What follows belongs to an exercise in optimizing a design on an open flow for small area; a production flow would make more cautious choices. RTL that was checked went through simulation tests only; none was proved equivalent to the original. The RTL of runs 2 and 3 was laid out without a check of its function. Power figures rest on the tool's default switching activity, not on a simulated workload.

`design/flow/run.sh`:
```
#!/bin/bash
# synth_recipe.tcl (not shown) runs the flow's synth.tcl, then flattens the netlist and writes it again
# the make line also repeats each setting of config.mk as NAME=value (left out here)
make -C /OpenROAD-flow-scripts/flow DESIGN_CONFIG=/design/flow/config.mk WORK_HOME=/design/flow/orfs CLKGATE_MAP_FILE= SYNTH_SCRIPT=/design/flow/synth_recipe.tcl finish
```
`design/flow/config.mk`:
```
export PLATFORM = sky130hd
export DESIGN_NAME = game_video_top
export DESIGN_NICKNAME = game_video_top
export VERILOG_FILES = /design/flow/design.v
export SDC_FILE = /design/flow/constraint.sdc
export NUM_CORES = 4
export LEC_CHECK = 0
export CAP_MARGIN = 20
export CORE_MARGIN = 2
export CORE_UTILIZATION = 40
export SLEW_MARGIN = 20
```
`design/flow/constraint.sdc`:
```
create_clock -name core_clock -period 12.5 [get_ports {pxl_clk}]
set_input_delay 2.5000 -clock core_clock [delete_from_list [all_inputs] [get_ports {pxl_clk}]]
set_output_delay 2.5000 -clock core_clock [all_outputs]
set_load 0.01 [all_outputs]
```
`design/flow/design.v`:
```
`timescale 1ns/1ps
`default_nettype none
module rc_add #(parameter int W = 10) (
  input  logic [W-1:0] a,
  input  logic [W-1:0] b,
  input  logic         ci,
  output logic [W-1:0] s,
  output logic         co
);
  logic [W:0] c;
  assign c[0] = ci;
  for (genvar i = 0; i < W; i++) begin : g_b
    assign s[i]   = a[i] ^ b[i] ^ c[i];
    assign c[i+1] = (a[i] & b[i]) | (c[i] & (a[i] ^ b[i]));
  end
  assign co = c[W];
endmodule
module rc_inc #(parameter int W = 10) (
  input  logic [W-1:0] a,
  input  logic         ci,
  output logic [W-1:0] s
);
  logic [W:0] c;
  assign c[0] = ci;
  for (genvar i = 0; i < W; i++) begin : g_b
    assign s[i]   = a[i] ^ c[i];
    assign c[i+1] = a[i] & c[i];
  end
endmodule
module rc_carry #(parameter int W = 10) (
  input  logic [W-1:0] a,
  input  logic [W-1:0] b,
  input  logic         ci,
  output logic         co
);
  logic [W:0] c;
  assign c[0] = ci;
  for (genvar i = 0; i < W; i++) begin : g_b
    assign c[i+1] = (a[i] & b[i]) | (c[i] & (a[i] | b[i]));
  end
  assign co = c[W];
endmodule
module rc_absdiff #(parameter int W = 10) (
  input  logic [W-1:0] a,
  input  logic [W-1:0] b,
  output logic [W-1:0] d
);
  logic [W-1:0] e;
  logic         nc;
  logic [W:0]   c;
  rc_add #(W) u_sub (.a(a), .b(~b), .ci(1'b1), .s(e), .co(nc));
  assign c[0] = ~nc;
  for (genvar i = 0; i < W; i++) begin : g_n
    assign d[i]   = (e[i] ^ ~nc) ^ c[i];
    assign c[i+1] = (e[i] ^ ~nc) & c[i];
  end
endmodule
module target_eval (
  input  logic [9:0] px,
  input  logic [9:0] py,
  input  logic [9:0] tx,
  input  logic [9:0] ty,
  input  logic [7:0] tt,
  input  logic [7:0] ct,
  input  logic       active,
  output logic       hit,
  output logic       tcol
);
  logic [9:0] dx, dy;
  logic       far;
  logic [9:0] s, t1, diag;
  logic [7:0] delta;
  logic [9:0] k1, k5;
  logic       u0, u1, u2, u3;
  logic       x_ge, y_ge, d_ge, x_gt5, y_gt5, d_gt5;
  logic       core, rim, in_ring;
  rc_absdiff #(10) u_dx (.a(px), .b(tx), .d(dx));
  rc_absdiff #(10) u_dy (.a(py), .b(ty), .d(dy));
  assign far = dx[9] | dy[9];
  rc_add #(10) u_s (.a({1'b0, dx[8:0]}), .b({1'b0, dy[8:0]}), .ci(1'b0), .s(s), .co(u0));
  rc_add #(10) u_d1 (.a(s), .b(~{2'b00, s[9:2]}), .ci(1'b1), .s(t1), .co(u1));
  rc_add #(10) u_d2 (.a(t1), .b(~{5'b00000, s[9:5]}), .ci(1'b1), .s(diag), .co(u2));
  rc_add #(8)  u_dt (.a(tt), .b(~ct), .ci(1'b1), .s(delta), .co(u3));
  assign k1 = ~({2'b00, delta} + 10'd25);
  assign k5 = ~({2'b00, delta} + 10'd29);
  rc_carry #(10) c0 (.a({1'b0, dx[8:0]}), .b(k1), .ci(1'b0), .co(x_ge));
  rc_carry #(10) c1 (.a({1'b0, dx[8:0]}), .b(k5), .ci(1'b0), .co(x_gt5));
  rc_carry #(10) c2 (.a({1'b0, dy[8:0]}), .b(k1), .ci(1'b0), .co(y_ge));
  rc_carry #(10) c3 (.a({1'b0, dy[8:0]}), .b(k5), .ci(1'b0), .co(y_gt5));
  rc_carry #(10) c4 (.a(diag), .b(k1), .ci(1'b0), .co(d_ge));
  rc_carry #(10) c5 (.a(diag), .b(k5), .ci(1'b0), .co(d_gt5));
  assign in_ring = (x_ge | y_ge | d_ge) & ~x_gt5 & ~y_gt5 & ~d_gt5;
  assign core = dx[8:0] < 9'd25 & dy[8:0] < 9'd25 & diag < 10'd25;
  assign rim  = dx[8:0] < 9'd30 & dy[8:0] < 9'd30 & diag < 10'd30;
  assign hit  = active & ~far & (in_ring | rim);
  assign tcol = in_ring | core;
endmodule
`default_nettype wire
`timescale 1ns/1ps
`default_nettype none
module game_video_top (
  input  logic       pxl_clk,
  input  logic       reset,
  input  logic       sck,
  input  logic       sdi,
  input  logic       fsync,
  output logic       hsync,
  output logic       vsync,
  output logic       sync_b,
  output logic [7:0] r,
  output logic [7:0] g,
  output logic [7:0] b
);
  logic [2:0]  pin_meta;
  logic [2:0]  pin_sync;
  logic        sck_prev;
  logic [4:0]  bit_cnt;
  logic        word_valid;
  logic [31:0] shift;
  logic        sck_rise;
  assign sck_rise = pin_sync[1] & ~sck_prev;
  always_ff @(posedge pxl_clk) begin
    pin_meta <= {fsync, sck, sdi};
    pin_sync <= pin_meta;
  end
  always_ff @(posedge pxl_clk) begin
    if (reset) begin
      sck_prev   <= 1'b0;
      bit_cnt    <= '0;
      word_valid <= 1'b0;
    end else begin
      sck_prev   <= pin_sync[1];
      word_valid <= pin_sync[2] & sck_rise & (&bit_cnt);
      if (!pin_sync[2]) begin
        bit_cnt <= '0;
      end else if (sck_rise) begin
        bit_cnt <= bit_cnt + 1'b1;
      end
    end
  end
  always_ff @(posedge pxl_clk) begin
    if (pin_sync[2] && sck_rise) begin
      shift <= {shift[30:0], pin_sync[0]};
    end
  end
  logic       is_restart;
  logic       push;
  logic       clear;
  logic [7:0] health;
  logic [7:0] cur_time;
  logic [9:0] mouse_x;
  logic [9:0] mouse_y;
  assign is_restart = (shift == 32'h8000_0000);
  assign push       = word_valid & (shift[31:30] == 2'b11);
  always_ff @(posedge pxl_clk) begin
    if (reset) begin
      clear    <= 1'b0;
      health   <= '0;
      cur_time <= '0;
      mouse_x  <= '0;
      mouse_y  <= '0;
    end else begin
      clear <= word_valid & is_restart;
      if (word_valid && shift[31:30] == 2'b00) begin
        health <= shift[29:22];
      end
      if (word_valid && shift[31:30] == 2'b01) begin
        cur_time <= shift[29:22];
        mouse_x  <= shift[21:12];
        mouse_y  <= shift[11:2];
      end
    end
  end
  logic [7:0] active;
  logic [9:0] tx [8];
  logic [9:0] ty [8];
  logic [7:0] tt [8];
  logic [2:0] start_ptr;
  logic [2:0] end_ptr;
  always_ff @(posedge pxl_clk) begin
    if (reset || clear) begin
      active    <= '0;
      start_ptr <= '0;
      end_ptr   <= '0;
    end else if (push) begin
      if (shift[29]) begin
        active[end_ptr] <= 1'b1;
        end_ptr         <= end_ptr + 1'b1;
      end else begin
        active[start_ptr] <= 1'b0;
        start_ptr         <= start_ptr + 1'b1;
      end
    end
  end
  always_ff @(posedge pxl_clk) begin
    if (push && shift[29]) begin
      tx[end_ptr] <= shift[28:19];
      ty[end_ptr] <= shift[18:9];
      tt[end_ptr] <= cur_time + 8'd60;
    end
  end
  logic [9:0] px;
  logic [9:0] py;
  logic       in_active;
  always_ff @(posedge pxl_clk) begin
    if (reset) begin
      px <= 10'd872;
      py <= 10'd987;
    end else if (px == 10'd647) begin
      px <= 10'd872;
      py <= (py == 10'd487) ? 10'd987 : py + 1'b1;
    end else begin
      px <= px + 1'b1;
    end
  end
  assign in_active = (px < 10'd640) && (py < 10'd480);
  logic [7:0] hit;
  logic [7:0] tcol;
  for (genvar k = 0; k < 8; k++) begin : g_t
    target_eval u_ev (
      .px(px), .py(py), .tx(tx[k]), .ty(ty[k]), .tt(tt[k]), .ct(cur_time),
      .active(active[k]), .hit(hit[k]), .tcol(tcol[k])
    );
  end
  logic [7:0] hit_r, tcol_r;
  logic       any_hit, win_tcol;
  assign hit_r  = 8'({hit, hit} >> start_ptr);
  assign tcol_r = 8'({tcol, tcol} >> start_ptr);
  always_comb begin
    any_hit  = 1'b0;
    win_tcol = 1'b0;
    for (int k = 7; k >= 0; k--) begin
      if (hit_r[k]) begin
        any_hit  = 1'b1;
        win_tcol = tcol_r[k];
      end
    end
  end
  logic [10:0] cx, cy;
  logic        on_cursor, in_bar, bar_filled;
  assign cx = {1'b0, px} + 11'd6 - {1'b0, mouse_x};
  assign cy = {1'b0, py} + 11'd6 - {1'b0, mouse_y};
  assign on_cursor = (cx <= 11'd12 && cy >= 11'd5 && cy <= 11'd7) ||
                     (cy <= 11'd12 && cx >= 11'd5 && cx <= 11'd7);
  assign in_bar = px >= 10'd50 && px < 10'd305 && py >= 10'd20 && py < 10'd30;
  assign bar_filled = px < 10'd50 + {2'b00, health};
  logic c_black, c_tgt, c_white, c_cur;
  always_comb begin
    c_black = 1'b0; c_tgt = 1'b0; c_white = 1'b0; c_cur = 1'b0;
    if (!in_active)       c_black = 1'b1;
    else if (on_cursor)   c_cur = 1'b1;
    else if (in_bar)      begin c_white = bar_filled; c_black = ~bar_filled; end
    else if (any_hit)     begin c_tgt = win_tcol; c_white = ~win_tcol; end
  end
  logic r7, rl, g7, g6, gl, b7, b6, bl;
  always_ff @(posedge pxl_clk) begin
    if (reset) begin
      hsync  <= 1'b1;
      vsync  <= 1'b1;
      sync_b <= 1'b1;
      {r7, rl, g7, g6, gl, b7, b6, bl} <= '0;
    end else begin
      hsync  <= ~(px >= 10'd880 && px < 10'd976);
      vsync  <= ~(py >= 10'd989 && py < 10'd991);
      sync_b <= ~(px >= 10'd880 && px < 10'd976) & ~(py >= 10'd989 && py < 10'd991);
      r7 <= ~c_black;
      rl <= c_white | c_cur;
      g7 <= ~c_black & ~c_cur;
      g6 <= c_white | c_cur;
      gl <= c_white;
      b7 <= ~c_black & ~c_cur;
      b6 <= c_white | c_cur | c_tgt;
      bl <= c_white | c_tgt;
    end
  end
  assign r = {r7, {7{rl}}};
  assign g = {g7, g6, {6{gl}}};
  assign b = {b7, b6, {6{bl}}};
endmodule
`default_nettype wire
```
==> run summary, run 1 <==
* Global-route usage over all layers at 23.6%
* FILL cells at 8531
* Share of post-route cells with drive strength above 1 at 16.0%
* Syn Area/Cell at 9.93 um^2
* P&R area growth vs syn at 15.5%
* Nets in the synthesized netlist at 4296
* Post-synthesis sequential element count at 349
* Hold buffers post-CTS at 0
* Final HPWL from detailed placement at 84000 um
* Max Fanout on Critical Path at 8
* Die width at 305 um
* Async set or reset register ratio after synthesis at 0%
* Slowest library cell on the worst path: fa_2
* Capturing point of the worst reg2reg path: g6
* Clock period minus final worst setup slack at 12.10 ns
* Worst-case clock skew at 0.0200 ns
* Worst slew margin relative to its limit at 22.9%
* Logic depth of the worst register-to-register path at 44
* Capturing element of the worst setup path: g6
* Start-to-end type of the worst setup path: reg2reg
* DR pass1 iterations at 6
* Reg-to-reg startpoint: px[0]
* Achievable Freq at 0.0826 GHz
* Clock-pin slew of the registers on the worst-case setup and hold paths at 0.06 ns
* Run status: finished clean
* Die height at 305 um
* Share of the cycle needed by the critical path after routing at 96.8%
* Final setup slack of the worst path at 0.397 ns
* Via count at 28700
* Post-route DRC at 0
* Fin cells at 5081
* Grt total ovfl at 0
* Largest net degree at the start of global routing at 50
* Share of synthesized area occupied by flip-flops and latches at 26.3%
* Maximum buffer depth of the clock tree at 3
* Critical path buffers and inverters at 7
* Most common flop cell mapped by yosys: edfxtp_1
* Max-capacitance violation count at 0
* Max-slew violation total from the final report at 0
* Cells after Synth at 3657
* Final GP Congestion at 0.934
* DR vias/cell at 5.66
* Post-synthesis instance area at 36300 um^2
* TritonCTS Buffers at 42
* Ports at 32
* Setup crit end kind: flop
* EDFF count, synth at 256
* Most frequent cell on the critical path: fa_1
* Warning count from the yosys run at 1
* Required time of the worst setup path at 12.97 ns
* Final antenna diode count at 0
* Source of the critical timing path: px[0]
* Number of antenna violations at the first check in global routing at 5
* WL final at 112000 um
* Instance count after placement with tap cells included at 4976
* Final-report setup violation count at 0
* CTS sink count at 349
* Layout net count at 4511
* Number of routed nets with antenna violations at 0
* Number of global-route vias before repair at 28100
* Reg2Reg Setup Slack at 0.40 ns
* Number of rows created at floorplan at 110
* Sort of element at the start of the critical path: flop
* Starting density of the core at 40.4%
* Number of violations reported at the end of detailed-routing iteration 0 at 2871
* Worst-margin pin slew at 1.16 ns
* Count of cell types in the netlist at 93
* Die outline area at 93300 um^2
* H-tree depth at 2
* Stage delay of the slowest cell on the critical path at 0.54 ns
* Critical path data arrival time at 12.57 ns
* Std-Cell Core Area at 90000 um^2
* Static power due to leakage at 0.0170 uW
* Peak supply drop at 0.104 mV
* Worst min-delay path class: reg2reg
* Number of hold violations in the final report at 0
* Power density cells at 98.6 nW/um^2
* Kind of cell adding the most delay to the critical path: adder cells
* Wire length of the first global-routing pass at 170000 um
* Worst setup timing slack at the placement stage at -0.418 ns
* Count of buffers inserted at the top-level ports at 31
* Stages on worst setup path at 44
* Buffer type at the clock tree root: clkbuf_16
* Final setup TNS at 0 ns
* Clock latency on the worst-skew pair at 0.57 ns
* Routed length per placed instance at 22.0 um
* Clock tree from TritonCTS: done
## per-layer routing
metal	vias to the layer above	part of all wire, %	global-route usage, %
met5	-	0	0
met4	0	3.4	7.88
met3	186	6.2	2.84
met2	1024	47	38.8
met1	14200	43	32.4
li1	13300	-	-
## flip-flops by register name, indices dropped and copies added (netlist names), 3 cells and up
signal,cells
bit_cnt,5
mouse_y,10
shift,32
pin_meta,3
end_ptr,3
tx,80
cur_time,8
ty,80
active,8
px,10
start_ptr,3
health,8
tt,64
pin_sync,3
mouse_x,10
py,10
## placed cells by master (no fill, tap or decap), drive strengths merged, types with 38 or more instances in the layout
cell / synthesis / layout
inv: 490 / 494
fa: 346 / 346
ha: 288 / 288
buf: 56 / 282
edfxtp: 256 / 256
nand2: 214 / 214
nor2: 179 / 179
xnor2: 165 / 165
xor2: 152 / 152
a21oi: 152 / 152
dfxtp: 93 / 93
o21ai: 90 / 90
nor3: 82 / 82
maj3: 80 / 80
nand3: 57 / 57
nand2b: 56 / 56
clkbuf: 85 / 52
nand4: 39 / 39
and2: 38 / 38
nor4: 38 / 38
## cells by family (layout without fill, tap and decap cells)
logic type      count (synthesis)  after routing  share of synthesized area [%]
simple gates                  872            872                           12.2
buf+inv                       632            880                           6.85
fa+ha+maj                     714            714                           31.2
compound gates                725            725                           14.2
flops                         349            349                           26.3
mux                            41             41                           1.16
xor+xnor                      324            324                           8.08
## worst register-to-register path: cells and delay by family, from the launching register on
| kind | cells | cell delay [ns] |
|---|---|---|
| AND/OR/NAND/NOR | 3 | 0.55 |
| adder cells (fa/ha/maj) | 23 | 8.18 |
| AO/OA/AOI/OAI | 11 | 2.28 |
| flip-flops | 1 | 0.32 |
| buffers and inverters | 7 | 0.69 |
## how the worst min path moves through the flow
stage | startpoint | end | slack, ns | cells after the start
6_report | pin_meta[2] | pin_sync[2] | 0.33 | 0
5_1_grt | pin_meta[1] | pin_sync[1] | 0.34 | 0
4_1_cts | pin_meta[2] | pin_sync[2] | 0.33 | 0
3_5_place_dp | pin_meta[2] | pin_sync[2] | 0.32 | 0
3_3_place_gp | pin_meta[2] | pin_sync[2] | 0.31 | 0
2_1_floorplan | pin_meta[0] | pin_sync[0] | 0.31 | 0
## cell usage after synthesis (all sizes together), types with 57 or more instances
master	n	area share (%)
a21oi	152	2.1
clkbuf	85	0.88
dfxtp	93	5.1
edfxtp	256	21
fa	346	19
ha	288	9.9
inv	490	5.1
maj3	80	2.3
nand2	214	2.2
nand3	57	0.79
nor2	179	1.8
nor3	82	1.1
o21ai	90	1.2
xnor2	165	4.0
xor2	152	3.7
## report_power, final
| group | internal [uW] | switching (uW) | total, uW |
|---|---|---|---|
| clock | 713 | 513 | 1230 |
| sequential | 1240 | 16.3 | 1260 |
| combinational | 754 | 902 | 1660 |
## cell type report
class	count	area (um^2)	share of cell area [%]
Multi-Input combinational cell	2676	25300	60.2
Timing Repair Buffer	312	2490	5.93
Sequential cell	349	9550	22.8
Tap cell	1176	1470	3.51
Clock inverter	25	209	0.498
Inverter	491	1840	4.39
Clock buffer	52	1140	2.72
## stage by stage
stage / cell area, um^2 / power (uW) / hold slack (ns) / utilization, %
6_report: 42000 / 4140 / 0.329 / 46.6
5_1_grt: 42000 / 4380 / 0.342 / 46.6
4_1_cts: 40900 / 4080 / 0.331 / 45.5
3_5_place_dp: 39500 / 2850 / 0.317 / 43.8
3_3_place_gp: 39400 / 2840 / 0.314 / 43.8
2_1_floorplan: 36300 / 2370 / 0.310 / -
## timing repair
item | 4_1_cts | 5_1_grt
setup endpoints to repair | 4 | 4
resized for setup | 32 | 210
setup buffers | 6 | 22
pin swaps | 13 | 75
==> inputs of run 2 (changes only) <==
--- a/design/flow/design.v
+++ b/design/flow/design.v
@@ -153,73 +153,98 @@
   assign is_restart = (shift == 32'h8000_0000);
   assign push       = word_valid & (shift[31:30] == 2'b11);
-  always_ff @(posedge pxl_clk) begin
-    if (reset) begin
-      clear    <= 1'b0;
-      health   <= '0;
-      cur_time <= '0;
-      mouse_x  <= '0;
-      mouse_y  <= '0;
-    end else begin
-      clear <= word_valid & is_restart;
-      if (word_valid && shift[31:30] == 2'b00) begin
-        health <= shift[29:22];
-      end
-      if (word_valid && shift[31:30] == 2'b01) begin
-        cur_time <= shift[29:22];
-        mouse_x  <= shift[21:12];
-        mouse_y  <= shift[11:2];
-      end
-    end
-  end
-  logic [7:0] active;
+  logic       ld_status, ld_timer;
+  logic [7:0] health_n, cur_time_n;
+  logic [9:0] mouse_x_n, mouse_y_n;
+  assign ld_status  = word_valid & (shift[31:30] == 2'b00);
+  assign ld_timer   = word_valid & (shift[31:30] == 2'b01);
+  assign health_n   = reset ? 8'd0  : ld_status ? shift[29:22] : health;
+  assign cur_time_n = reset ? 8'd0  : ld_timer  ? shift[29:22] : cur_time;
+  assign mouse_x_n  = reset ? 10'd0 : ld_timer  ? shift[21:12] : mouse_x;
+  assign mouse_y_n  = reset ? 10'd0 : ld_timer  ? shift[11:2]  : mouse_y;
+  always_ff @(posedge pxl_clk) begin
+    clear    <= ~reset & word_valid & is_restart;
+    health   <= health_n;
+    cur_time <= cur_time_n;
+    mouse_x  <= mouse_x_n;
+    mouse_y  <= mouse_y_n;
+  end
+  logic [7:0] active, active_n;
   logic [9:0] tx [8];
   logic [9:0] ty [8];
   logic [7:0] tt [8];
-  logic [2:0] start_ptr;
-  logic [2:0] end_ptr;
-  always_ff @(posedge pxl_clk) begin
+  logic [9:0] tx_n [8];
+  logic [9:0] ty_n [8];
+  logic [7:0] tt_n [8];
+  logic [2:0] start_ptr, start_ptr_n;
+  logic [2:0] end_ptr, end_ptr_n;
+  logic       append, retire;
+  logic [7:0] tt_new;
+  assign append = push & shift[29];
+  assign retire = push & ~shift[29];
+  assign tt_new = cur_time + 8'd60;
+  always_comb begin
+    active_n    = active;
+    start_ptr_n = start_ptr;
+    end_ptr_n   = end_ptr;
     if (reset || clear) begin
-      active    <= '0;
-      start_ptr <= '0;
-      end_ptr   <= '0;
-    end else if (push) begin
-      if (shift[29]) begin
-        active[end_ptr] <= 1'b1;
-        end_ptr         <= end_ptr + 1'b1;
-      end else begin
-        active[start_ptr] <= 1'b0;
-        start_ptr         <= start_ptr + 1'b1;
-      end
-    end
-  end
-  always_ff @(posedge pxl_clk) begin
-    if (push && shift[29]) begin
-      tx[end_ptr] <= shift[28:19];
-      ty[end_ptr] <= shift[18:9];
-      tt[end_ptr] <= cur_time + 8'd60;
-    end
-  end
-  logic [9:0] px;
-  logic [9:0] py;
+      active_n    = '0;
+      start_ptr_n = '0;
+      end_ptr_n   = '0;
+    end else if (append) begin
+      active_n[end_ptr] = 1'b1;
+      end_ptr_n         = end_ptr + 1'b1;
+    end else if (retire) begin
+      active_n[start_ptr] = 1'b0;
+      start_ptr_n         = start_ptr + 1'b1;
+    end
+  end
+  for (genvar k = 0; k < 8; k++) begin : g_slot
+    logic we;
+    assign we      = append & (end_ptr == 3'(k));
+    assign tx_n[k] = we ? shift[28:19] : tx[k];
+    assign ty_n[k] = we ? shift[18:9]  : ty[k];
+    assign tt_n[k] = we ? tt_new       : tt[k];
+    always_ff @(posedge pxl_clk) begin
+      tx[k] <= tx_n[k];
+      ty[k] <= ty_n[k];
+      tt[k] <= tt_n[k];
+    end
+  end
+  always_ff @(posedge pxl_clk) begin
+    active    <= active_n;
+    start_ptr <= start_ptr_n;
+    end_ptr   <= end_ptr_n;
+  end
+  logic [9:0] px, px_n;
+  logic [9:0] py, py_n;
   logic       in_active;
-  always_ff @(posedge pxl_clk) begin
+  always_comb begin
     if (reset) begin
-      px <= 10'd872;
-      py <= 10'd987;
+      px_n = 10'd872;
+      py_n = 10'd987;
     end else if (px == 10'd647) begin
-      px <= 10'd872;
-      py <= (py == 10'd487) ? 10'd987 : py + 1'b1;
+      px_n = 10'd872;
+      py_n = (py == 10'd487) ? 10'd987 : py + 1'b1;
     end else begin
-      px <= px + 1'b1;
-    end
+      px_n = px + 1'b1;
+      py_n = py;
+    end
+  end
+  always_ff @(posedge pxl_clk) begin
+    px <= px_n;
+    py <= py_n;
   end
   assign in_active = (px < 10'd640) && (py < 10'd480);
-  logic [7:0] hit;
-  logic [7:0] tcol;
+  logic [7:0] hit_n, tcol_n;
+  logic [7:0] hit, tcol;
   for (genvar k = 0; k < 8; k++) begin : g_t
     target_eval u_ev (
-      .px(px), .py(py), .tx(tx[k]), .ty(ty[k]), .tt(tt[k]), .ct(cur_time),
-      .active(active[k]), .hit(hit[k]), .tcol(tcol[k])
+      .px(px_n), .py(py_n), .tx(tx_n[k]), .ty(ty_n[k]), .tt(tt_n[k]), .ct(cur_time_n),
+      .active(active_n[k]), .hit(hit_n[k]), .tcol(tcol_n[k])
     );
+  end
+  always_ff @(posedge pxl_clk) begin
+    hit  <= hit_n;
+    tcol <= tcol_n;
   end
   logic [7:0] hit_r, tcol_r;
==> run 2 against run 1 <==
Effect of this change: cell count increased by 4.8%; sequential power decreased by 5%; non-clock buffer count decreased by 4; worst hold slack got worse by 0.0036 ns; die area decreased by 0.77%; synthesized cell count increased by 7.4%; combinational power decreased by 66%; sequential share of layout area decreased by 4.3 points; routed wire length decreased by 5.9%; first-iteration DRC count decreased by 27%; critical path type is now in2reg; critical endpoint is now hit[3].
==> run summary, run 2 <==
* Run status: finished clean
* Maximum buffer depth of the clock tree at 3
* Final-report setup violation count at 0
* Clock latency on the worst-skew pair at 0.59 ns
* Async set or reset register ratio after synthesis at 0%
* Wire length of the first global-routing pass at 163000 um
* Clock-pin slew of the registers on the worst-case setup and hold paths at 0.06 ns
* Fin cells at 5326
* Commonest cells in the netlist: inv_1 (537), nand2_1 (365), fa_1 (346), dfxtp_1 (333), ha_1 (294)
* Worst-margin pin slew at 1.14 ns
* Worst setup timing slack at the placement stage at -0.529 ns
* Most frequent cell on the critical path: fa_1
* Final HPWL from detailed placement at 81800 um
* Std-Cell Core Area at 89600 um^2
* Worst hold path startpoint: pin_meta[2]
* Via count at 28500
* Sort of element at the start of the critical path: primary input
* Final design area excluding fillers at 41200 um^2
* Reg-to-reg startpoint: shift[30]
* Critical path data arrival time at 12.63 ns
* H-tree depth at 2
* Leading area contributor after synthesis: fa_1
* Warning count from the yosys run at 13
* Standard cell area after detailed placement at 39400 um^2
* Instance count after placement with tap cells included at 5234
* Max Fanout on Critical Path at 5
* DR pass1 iterations at 6
* Post-synthesis sequential element count at 365
* P&R area growth vs syn at 14.3%
* Clock period minus final worst setup slack at 12.16 ns
* Worst-case clock skew at 0.0252 ns
* Share of synthesized area occupied by flip-flops and latches at 21.2%
* Commonest cells after routing, fill and taps aside: inv_1 (527), nand2_1 (364), dfxtp_1 (333), ha_1 (288), fa_1 (287)
* Number of rows created at floorplan at 110
* Worst min-delay path class: reg2reg
* Grt total ovfl at 0
* Largest regs: tx: 80 flops, ty: 80 flops, tt: 64 flops
* Setup crit end kind: flop
* Share of Yosys cell area claimed by the top area cell type at 19.2%
* Cells after Synth at 3928
* Power density cells at 74.8 nW/um^2
* Number of hold violations in the final report at 0
* Die width at 304 um
* Most common flop cell mapped by yosys: dfxtp_1
* Required time of the worst setup path at 12.97 ns
* Clock tree from TritonCTS: done
* Buffer type at the clock tree root: clkbuf_16
* Largest net degree at the start of global routing at 33
* Starting density of the core at 40.2%
* Share of post-route cells with drive strength above 1 at 14.3%
* Start-to-end type of the worst setup path: in2reg
* Nets in the synthesized netlist at 4573
* Share of the core filled with cells in the final layout at 46.0%
* Number of antenna violations at the first check in global routing at 3
* Stage delay of the slowest cell on the critical path at 0.56 ns
* Critical path buffers and inverters at 11
* Routed length per placed instance at 19.8 um
* Source of the critical timing path: reset
* WL final at 105000 um
* Worst slew margin relative to its limit at 23.6%
* Cell types with the largest area share after synthesis: fa_1 (19%), dfxtp_1 (18%), ha_1 (10%)
* Share of the cycle needed by the critical path after routing at 97.3%
* Count of buffers inserted at the top-level ports at 31
* Max-slew violation total from the final report at 0
* Number of violations reported at the end of detailed-routing iteration 0 at 2104
* EDFF count, synth at 32
* Peak supply drop at 0.0998 mV
* Kind of cell adding the most delay to the critical path: adder cells
* Static power due to leakage at 0.0191 uW
* Die height at 304 um
* Achievable Freq at 0.0822 GHz
* Syn Area/Cell at 9.18 um^2
* Layout net count at 4757
* Post-route DRC at 0
* Most common library cell in the layout ignoring fill and taps: inv_1
* Count of cell types in the netlist at 89
* TritonCTS Buffers at 44
* Setup repair after global routing missed its margin: yes
* Number of global-route vias before repair at 28100
* Most instantiated library cell after synthesis: inv_1
* Final setup slack of the worst path at 0.340 ns
* CTS sink count at 365
* Slowest library cell on the worst path: fa_1
* Post-synthesis instance area at 36000 um^2
* Die outline area at 92500 um^2
* Max-capacitance violation count at 0
* Number of routed nets with antenna violations at 0
* DR vias/cell at 5.35
* Final GP Congestion at 0.896
* Ports at 32
* Global-route usage over all layers at 22.6%
run 2: cell count changes in the layout (fill, tap and decap cells not counted), moves of 65 or more:
cell      change
dfxtp_1     +241
edfxtp_1    -224
nand2_1     +151
mux2i_1      +68
fa_1         +65
fa_2         -65
run 2: repair_timing:
action | 4_1_cts | 5_1_grt
hold buffers | 0 | 0
gates resized for setup | 0 | 76
setup endpoints to repair | 0 | 16
buffers inserted | 0 | 7
endpoints found under the hold margin | 0 | 0
run 2: area by class of cell:
class	count	area, um^2
fill	8477	48400
sequential	365	7630
tap	1176	1470
inverter	537	2020
clock inverter	24	249
timing repair buffer	308	2540
antenna	3	7.51
multi-input combinational	2856	26100
clock buffer	57	1210
run 2: path summary, 6_finish.rpt:
kind | end | slack [ns] | cells past startpoint
worst max-delay path | hit[3] | 0.34 | 43
worst min-delay path | pin_sync[2] | 0.33 | 0
worst max register to register | hit[0] | 0.87 | 42
worst min register to register | pin_sync[2] | 0.33 | 0
run 2: layer usage:
metal	vias to the layer above	track usage (%)	share of wire (%)
met4	0	6.58	3.2
li1	13700	-	-
met3	172	3.57	6.2
met2	742	37.6	46
met5	-	0	0
met1	13800	30.3	44
run 2: logic make-up (layout without fill, tap and decap cells):
logic type	count (synthesis)	after routing	synth area share (%)
buf+inv	707	926	7.67
other cells	0	3	0
xor+xnor	328	328	8.20
compound gates	669	669	12.7
simple gates	946	946	12.5
fa+ha+maj	737	737	32.1
mux	176	176	5.68
flops	365	365	21.2
run 2: where the power goes:
group	switching (uW)	total, uW	internal [uW]	leakage, uW
Clock	544	1310	769	0.000711
Combinational	301	566	265	0.0154
Sequential	16.9	1200	1190	0.00298
run 2: per-stage QoR:
stage / setup TNS (ns) / hold slack (ns) / total power, uW
3_5_place_dp: -6.67 / 0.313 / 1780
5_1_grt: -0.0873 / 0.329 / 3210
4_1_cts: 0 / 0.328 / 3090
3_3_place_gp: -3.19 / 0.313 / 1780
2_1_floorplan: 0 / 0.310 / 1600
6_report: 0 / 0.326 / 3080
==> inputs of run 3 (changes only) <==
--- a/design/flow/config.mk
+++ b/design/flow/config.mk
@@ -9,3 +9,5 @@
 export CORE_MARGIN = 2
 export CORE_UTILIZATION = 40
+export CTS_BUF_LIST = sky130_fd_sc_hd__clkbuf_4
+export GPL_TIMING_DRIVEN = 0
 export SLEW_MARGIN = 20
==> run 3 against run 2 <==
Effect of this change: still clean; critical path depth is 3 higher; worst hold slack better by 0.0014 ns; sequential cell count stayed put; routed wire length is 1.2% lower; combinational power is 4.6% lower; total power is 9.2% lower; non-clock buffer count is 21 lower; largest cell class unchanged; highest routed layer unchanged.
==> run summary, run 3 <==
* Run status: finished clean
* Clock tree from TritonCTS: done
* Clock latency on the worst-skew pair at 0.89 ns
* Clock period minus final worst setup slack at 12.18 ns
* Global-route usage over all layers at 22.4%
* Cell types with the largest area share after synthesis: fa_1 (19%), dfxtp_1 (18%), ha_1 (10%)
* Reg-to-reg startpoint: shift[30]
* Max Fanout on Critical Path at 10
* Most common flop cell mapped by yosys: dfxtp_1
* Share of post-route cells with drive strength above 1 at 14.2%
* Leading area contributor after synthesis: fa_1
* Final HPWL from detailed placement at 77000 um
* Largest net degree at the start of global routing at 33
* Count of cell types in the netlist at 89
* Grt total ovfl at 0
* Worst slew margin relative to its limit at 8.82%
* Final GP Congestion at 0.899
* Worst min-delay path class: reg2reg
* Final worst hold slack at 0.327 ns
* DR vias/cell at 5.36
* Post-synthesis sequential element count at 365
* P&R area growth vs syn at 13.1%
* Power density cells at 68.6 nW/um^2
* Peak supply drop at 0.0560 mV
* Worst setup timing slack at the placement stage at -2.46 ns
* Largest regs: tx: 80 flops, ty: 80 flops, tt: 64 flops
* Share of Yosys cell area claimed by the top area cell type at 19.2%
* Routed length per placed instance at 19.3 um
* Final-report setup violation count at 0
* Async set or reset register ratio after synthesis at 0%
* Number of violations reported at the end of detailed-routing iteration 0 at 2089
* Setup crit end kind: flop
* Slowest library cell on the worst path: fa_2
* Warning count from the yosys run at 13
* Sw frac at 30.0%
* Max-capacitance violation count at 0
* Die width at 304 um
* Required time of the worst setup path at 13.26 ns
* Switching pwr at 838 uW
* Most instantiated library cell after synthesis: inv_1
* Static power due to leakage at 0.0187 uW
* Most frequent cell on the critical path: fa_1
* EDFF count, synth at 32
* Count of buffers inserted at the top-level ports at 31
* Cells after Synth at 3928
* Final setup TNS at 0 ns
* Share of total power in sequential cells at 42.5%
* Capturing point of the worst reg2reg path: hit[0]
* Layout net count at 4793
* DR pass1 iterations at 6
* Number of hold violations in the final report at 0
* Syn Area/Cell at 9.18 um^2
* Number of rows created at floorplan at 110
* CTS sink count at 365
* Number of routed nets with antenna violations at 0
* Achievable Freq at 0.0821 GHz
* Start-to-end type of the worst setup path: in2reg
* Final setup slack of the worst path at 0.315 ns
* Die height at 304 um
* Post-route DRC at 0
* Std-Cell Core Area at 89600 um^2
* Number of global-route vias before repair at 28000
* Stage delay of the slowest cell on the critical path at 0.56 ns
* TritonCTS Buffers at 101
* Max-slew violation total from the final report at 0
* Worst-case clock skew at 0.104 ns
* Internal Power at 1960 uW
* Standard cell area after detailed placement at 38300 um^2
* Share of synthesized area occupied by flip-flops and latches at 21.2%
* Reg2Reg Setup Slack at 0.54 ns
* Post-synthesis instance area at 36000 um^2
* Sort of element at the start of the critical path: primary input
* WL final at 104000 um
* Nets in the synthesized netlist at 4573
* Worst hold path startpoint: pin_meta[2]
* Most common library cell in the layout ignoring fill and taps: inv_1
* Via count at 28900
* Clock-pin slew of the registers on the worst-case setup and hold paths at 0.06 ns
* Worst-margin pin slew at 1.37 ns
* Destination of the worst hold path: pin_sync[2]
* Die outline area at 92500 um^2
* Maximum buffer depth of the clock tree at 3
* Worst hold stages at 0
* Commonest cells after routing, fill and taps aside: inv_1 (528), nand2_1 (358), dfxtp_1 (333), ha_1 (279), fa_1 (271)
* Critical path data arrival time at 12.94 ns
* Clk network pwr share at 38.2%
* Ports at 32
* H-tree depth at 3
* Share of the cycle needed by the critical path after routing at 97.5%
* Final design area excluding fillers at 40800 um^2
* Buffer type at the clock tree root: clkbuf_4
* Number of antenna violations at the first check in global routing at 2
* Share of the core filled with cells in the final layout at 45.5%
* Wire length of the first global-routing pass at 162000 um
* Commonest cells in the netlist: inv_1 (537), nand2_1 (365), fa_1 (346), dfxtp_1 (333), ha_1 (294)
* Combinational fraction of design power at 19.3%
* Starting density of the core at 40.2%
* Logic depth of the worst register-to-register path at 46
==> run 3: changes by cell type in the layout (fill, tap and decap cells not counted), moves of 14 or more <==
cell       before  now
fa_2           59   75
clkbuf_16      44    1
clkbuf_4        1  148
buf_4         264  103
fa_1          287  271
clkbuf_1        7   96
clkinv_1        3   17
==> run 3: final cells by class <==
cell class                      count  area, um^2
Fill cell                        8755       48800
Multi-Input combinational cell   2856       26400
Sequential cell                   365        7630
Inverter                          537        2030
Tap cell                         1176        1470
Timing Repair Buffer              127        1230
Clock buffer                      148        1110
Buffer                            160         816
Clock inverter                     26         118
Antenna cell                        1        2.50
==> run 3: worst max path at each step <==
stage | from | end | slack [ns] | cells after the start
after floorplan | reset | hit[2] | 0.01 | 40
after global placement | reset | hit[3] | -2.36 | 34
after detailed placement | reset | hit[7] | -2.46 | 43
after CTS | reset | hit[0] | 0.01 | 47
after global routing | reset | hit[4] | -0.03 | 48
final | reset | hit[5] | 0.32 | 46
==> run 3: worst max-delay path, delay by kind of cell <==
| kind | cells | cell delay [ns] |
|---|---|---|
| buf+inv | 14 | 1.25 |
| compound gates | 3 | 0.53 |
| simple gates | 5 | 1.06 |
| fa+ha+maj | 23 | 7.43 |
| xor+xnor | 1 | 0.17 |
==> run 3: stage by stage <==
| step | std cells | power [uW] |
|---|---|---|
| after floorplan | 3928 | 1600 |
| after global placement | 5135 | 1710 |
| after detailed placement | 5143 | 1720 |
| after CTS | 5332 | 2800 |
| after global routing | 5396 | 2950 |
| final | 5396 | 2800 |
==> run 3: cell families after synthesis <==
logic type | share of synthesized area, %
flip-flops | 21.2
XOR/XNOR | 8.20
AND/OR/NAND/NOR | 12.5
AO/OA/AOI/OAI | 12.7
buffers and inverters | 7.67
adder cells (fa/ha/maj) | 32.1
multiplexers | 5.68
==> run 3: power groups by stage <==
stage	clock network [uW]	registers [uW]	logic [uW]
after global placement	0	1220	498
after detailed placement	0	1220	507
after CTS	1090	1190	517
after global routing	1160	1190	598
after floorplan	0	1210	385
final	1070	1190	540
==> run 3: what timing repair did <==
item | in CTS | in global routing
setup buffers | 20 | 67
hold buffers | 0 | 0
setup endpoints to repair | 16 | 16
resized for setup | 47 | 116
pin swaps | 10 | 61
hold endpoints to repair | 0 | 0
==> run 3: routing by layer <==
metal | GRT usage [%] | routed length (um) | up-vias
li1 | - | - | 13800
met1 | 31.7 | 48200 | 14100
met2 | 35.8 | 46700 | 870
met3 | 2.94 | 6090 | 151
met4 | 6.87 | 3010 | 0
met5 | 0 | 0 | -

-- port drivers added, routing unchanged --
Ports are ideal in the flow. The routed layouts listed here were re-timed in OpenROAD.
Step 1: set_driving_cell puts a clkbuf_16 on pxl_clk and a buf_2 on each other input, an assumption about the parent block.
Step 2 adds t to the input delays and takes it off the output delays; t is the mean of the earliest and latest rising clock arrival at the registers after step 1. Input paths then give back, and output paths get back, about the clock's delay inside the block.
Three values: ideal ports, drivers, drivers and shift; two values: the first two.
run	t, ns	setup WS [ns]	worst hold slack (ns)
run 1	0.623	0.397 / 0.397 / 0.397	0.329 / 0.329 / 0.329
run 2	0.640	0.340 / 0.378 / -0.262	0.326 / 0.326 / 0.326
run 3	0.898	0.315 / 0.335 / -0.563	0.327 / 0.327 / 0.327
With both steps, setup timing fails in run 2 and run 3, where it was met with ideal ports. For run 3, which loses most, drivers alone change the setup slack by +0.020 ns; drivers and shift together by -0.878 ns.
